Source: an optimization exercise on an open RTL-to-GDS flow (aim: small area). Production flows keep margins and buffers that such runs may drop. Power is estimated from default activity; no workload was simulated.

==> flow/design.v (excerpt) <==
module mem_tester_top #(
   parameter int sweep_beats = 1048576
) (
   input  logic                          ui_clk,
   input  logic                          resetn,
   input  logic                          calib_done,
   input  logic                          app_rdy,
   input  logic                          app_wdf_rdy,
   input  logic                          app_rd_data_valid,
   input  logic [256-1:0] app_rd_data,
   output logic                          app_en,
   output logic [2:0]                    app_cmd,
   output logic [28-1:0] app_addr,
   output logic                          app_wdf_wren,
   output logic [256-1:0] app_wdf_data,
   output logic                          led_pass,
   output logic                          led_fail,
   output logic                          led_calib,
   output logic [32-1:0]    sweep_count
);
   logic [256-1:0] pattern;
   logic                          sweep_start;
   logic                          advance;
   logic                          beat_pass;
   logic                          rd_match;
   pattern_source #(
      .sweep_beats (sweep_beats)
   ) u_pattern_source (
      .ui_clk      (ui_clk),
      .resetn      (resetn),
      .advance     (advance),
      .pattern     (pattern),
      .addr        (app_addr),
      .sweep_start (sweep_start)
   );
   assign app_wdf_data = pattern;
   test_sequencer u_test_sequencer (
      .ui_clk       (ui_clk),
      .resetn       (resetn),
      .calib_done   (calib_done),
      .app_rdy      (app_rdy),
      .app_wdf_rdy  (app_wdf_rdy),
      .rd_valid     (app_rd_data_valid),
      .rd_match     (rd_match),
      .app_en       (app_en),
      .app_cmd      (app_cmd),
      .app_wdf_wren (app_wdf_wren),
      .led_fail     (led_fail),
      .beat_pass    (beat_pass),
      .advance      (advance)
   );
   result_checker u_result_checker (
      .ui_clk      (ui_clk),
      .resetn      (resetn),
      .rd_data     (app_rd_data),
      .pattern     (pattern),
      .sweep_start (sweep_start),
      .beat_pass   (beat_pass),
      .rd_match    (rd_match),
      .led_pass    (led_pass),
      .sweep_count (sweep_count)
   );
   assign led_calib = calib_done;  
endmodule
Size in the first run: roughly 1500 cells after synthesis, ~590 I/O pins, roughly 8900 sq um of cells after synthesis.
export LEC_CHECK = 0
export CAP_MARGIN = 20
export CORE_AREA = 2 2 198 198
export CTS_BUF_LIST = sky130_fd_sc_hd__clkbuf_4 sky130_fd_sc_hd__clkbuf_8
export DIE_AREA = 0 0 200 200
export SLEW_MARGIN = 20
export SYNTH_HIERARCHICAL = 1
create_clock -name core_clock -period 10.0 [get_ports {ui_clk}]
standard.sh (not shown) runs the stock make flow with config.mk's settings and CLKGATE_MAP_FILE= SYNTH_SCRIPT=/design/flow/synth_recipe.tcl, a recipe that flattens the netlist after the stock synthesis.
==> flow/flow/run.sh <==
#!/bin/bash
# Layout flow. Synthesis is ORFS's (hierarchical, as config.mk asks), run
# without its adder extraction and with each of a few area-mapping ABC scripts
# in place of ORFS's own; in each run the module pattern_rom (combinational)
# is replaced by its own best area mapping. The smallest netlist whose
# registers match the standard synthesis's is laid out by the standard flow,
# with 1x buffers on the ports.
set -euo pipefail
W=$(pwd)
R=$W/orfs/results/$FLOW_PLATFORM/mem_tester_top/base
LIB=$FLOW_HOME/platforms/$FLOW_PLATFORM/lib/sky130_fd_sc_hd__tt_025C_1v80.lib
DU=$(tr '\n' ' ' < $W/flow/dont_use.txt)

# standard synthesis: the reference registers, and the fallback netlist
bash standard.sh synth > $W/std_synth.log 2>&1
cp $R/1_2_yosys.v $W/std_1_2_yosys.v

regs() { grep -oE "sky130_fd_sc_hd__(df|edf|sdf|dlx|dlr|dlc|sdl)[a-z0-9_]* +[^ ]+" $1 | sort; }
# the whole design's area (the top module's own line when the synthesis is flat)
area() {
   local a
   a=$(sed -n "s/^ *Chip area for top module '\\\\$2': \([0-9.]*\).*/\1/p" $1 | head -1)
   [[ -n $a ]] || a=$(sed -n "s/^ *Chip area for module '\\\\$2': \([0-9.]*\).*/\1/p" $1 | head -1)
   echo $a
}
less() { python3 -c "import sys; sys.exit(0 if float('$1') < float('$2') else 1)"; }
regs $W/std_1_2_yosys.v > $W/regs_std.txt
: > $W/synth_choice.txt

# pattern_rom on its own with each ROM script; keep the smallest
rom=""; rom_area=1e99
for s in $W/flow/rom/*.script; do
   n=$(basename $s .script)
   if ROM_DESIGN=$W/design.v ROM_SCRIPT=$s ROM_OUT=$W/$n.v LIB_FILE=$LIB DONT_USE="$DU" \
         yosys -c $W/flow/rom_map.tcl > $W/$n.log 2>&1; then
      a=$(area $W/$n.v.stat pattern_rom)
      echo "$n: $a" >> $W/synth_choice.txt
      if [[ -n $a ]] && less $a $rom_area; then rom=$W/$n.v; rom_area=$a; fi
   else
      echo "$n: failed" >> $W/synth_choice.txt
   fi
done
echo "pattern_rom: $rom ($rom_area)" >> $W/synth_choice.txt

# the design with each area script, in its own ORFS work folder
for s in $W/flow/abc*.script; do
   n=$(basename $s .script)
   rm -rf $W/scripts_$n $W/orfs_$n
   cp -r $FLOW_HOME/scripts $W/scripts_$n
   cp $s $W/scripts_$n/abc_area.script
   sed -i 's#^\(\s*\)log_cmd abc {\*}\$abc_args$#&\n\1source $::env(SWAP_TCL)#' $W/scripts_$n/synth.tcl
   grep -q 'SWAP_TCL' $W/scripts_$n/synth.tcl
   sed "s#WORK_HOME=[^ ]*#WORK_HOME=$W/orfs_$n#" standard.sh > $W/std_$n.sh
   ( ROM_NETLIST=$rom SWAP_TCL=$W/flow/swap.tcl \
        bash $W/std_$n.sh ABC_AREA=1 ADDER_MAP_FILE= SCRIPTS_DIR=$W/scripts_$n synth \
        > $W/synth_$n.log 2>&1 || true ) &
done
wait

best=$W/std_1_2_yosys.v
best_area=$(area $W/orfs/reports/$FLOW_PLATFORM/mem_tester_top/base/synth_stat.txt $FLOW_TOP)
echo "standard: $best_area" >> $W/synth_choice.txt
for s in $W/flow/abc*.script; do
   n=$(basename $s .script)
   v=$W/orfs_$n/results/$FLOW_PLATFORM/mem_tester_top/base/1_2_yosys.v
   st=$W/orfs_$n/reports/$FLOW_PLATFORM/mem_tester_top/base/synth_stat.txt
   [[ -f $v && -f $st ]] || { echo "$n: failed" >> $W/synth_choice.txt; continue; }
   regs $v > $W/regs_$n.txt
   a=$(area $st $FLOW_TOP)
   if ! cmp -s $W/regs_std.txt $W/regs_$n.txt; then
      echo "$n: $a, registers differ" >> $W/synth_choice.txt; continue
   fi
   echo "$n: $a" >> $W/synth_choice.txt
   if less $a $best_area; then best=$v; best_area=$a; fi
done
echo "chosen: $best ($best_area)" >> $W/synth_choice.txt

if [[ $best != $W/std_1_2_yosys.v ]]; then
   cp $best $R/1_2_yosys.v
   rm -f $R/1_synth.odb $R/1_synth.sdc
fi

BUFFER_PORTS_ARGS="-buffer_cell sky130_fd_sc_hd__buf_1" bash standard.sh finish > $W/layout.log 2>&1
Other scripts of this flow, unchanged in this note and not shown: flow/flow/abc1.script, flow/flow/abc2.script, flow/flow/abc3.script, flow/flow/abc4.script, flow/flow/dont_use.txt, flow/flow/rom/rom1.script, flow/flow/rom/rom2.script, flow/flow/rom/rom3.script, flow/flow/rom_map.tcl, flow/flow/swap.tcl
The baseline finished clean.
Then changed:
Settings changed: CTS_BUF_LIST sky130_fd_sc_hd__clkbuf_4 sky130_fd_sc_hd__clkbuf_8 to sky130_fd_sc_hd__clkbuf_8, PLACE_DENSITY set to 0.8.
The changed run finished with timing, DRC and antenna clean.
Utilization shrinks by 0.29 points.
Register-to-register slack improved by 800 ps.
Non-clock buffer count shrinks by 15.
Setup slack improved by 780 ps.
Design area shrinks by 0.92%.
Combinational power hardly moves.
Clock skew shrinks by 7.6 ps.
Sequential share of layout area grows by 0.11 points.
Then changed:
Settings changed: PLACE_DENSITY 0.8 to 0.95.
Core utilization increases by 0.24 points.
Routed wire length went up by 4.2%.
Setup slack gets better by 35 ps.
Global-route usage rises by 1.6 points.
Synthesized area does not change.
Sequential power barely changes.
Then changed:
Settings changed: CAP_MARGIN 20 to 5, PLACE_DENSITY 0.95 to not set, SLEW_MARGIN 20 to 5.
Outcome:
- routed wire length climbs slightly
- synthesized area stays the same
- total power drops slightly
- sequential share of layout area stays flat
- non-clock buffer count climbs by 9
- utilization hardly moves
- final area is about the same
- via count drops by a few percent
- worst setup slack loses 780 ps
Function was not checked in any run of this note: the RTL went through the layout flow alone.

-- afterwards: timing with drivers on the ports --
The results above use ideal ports. As a check the final layouts listed here were re-extracted and re-timed, cells and wires unchanged. Step 1: set_driving_cell puts a clkbuf_16 on ui_clk and a buf_2 on each other input, an assumption about the parent block. Step 2 adds t to the input delays and takes it off the output delays; t is the mean of the earliest and latest rising clock arrival at the registers after step 1. Input paths then give back, and output paths get back, about the clock's delay inside the block. a / b / c = no drivers / after step 1 / after step 2; a / b = the first two.
| run | t, ns | setup WS [ns] | worst setup path at the end | worst register clock-pin slew, ns | cell pins on the clock port's net |
|---|---|---|---|---|---|
| the first run | 0.357 | 2.234 / 2.205 / 2.252 | register to register | 0.12 / 0.12 | 1 |
| the second run | 0.348 | 3.015 / 2.985 / 3.050 | register to register | 0.11 / 0.11 | 1 |
| the third run | 0.337 | 3.050 / 3.050 / 3.050 | register to register | 0.10 / 0.10 | 1 |
| the fourth run | 0.365 | 2.267 / 2.240 / 2.305 | register to register | 0.12 / 0.12 | 1 |
After both steps setup and hold are still met in every run listed.
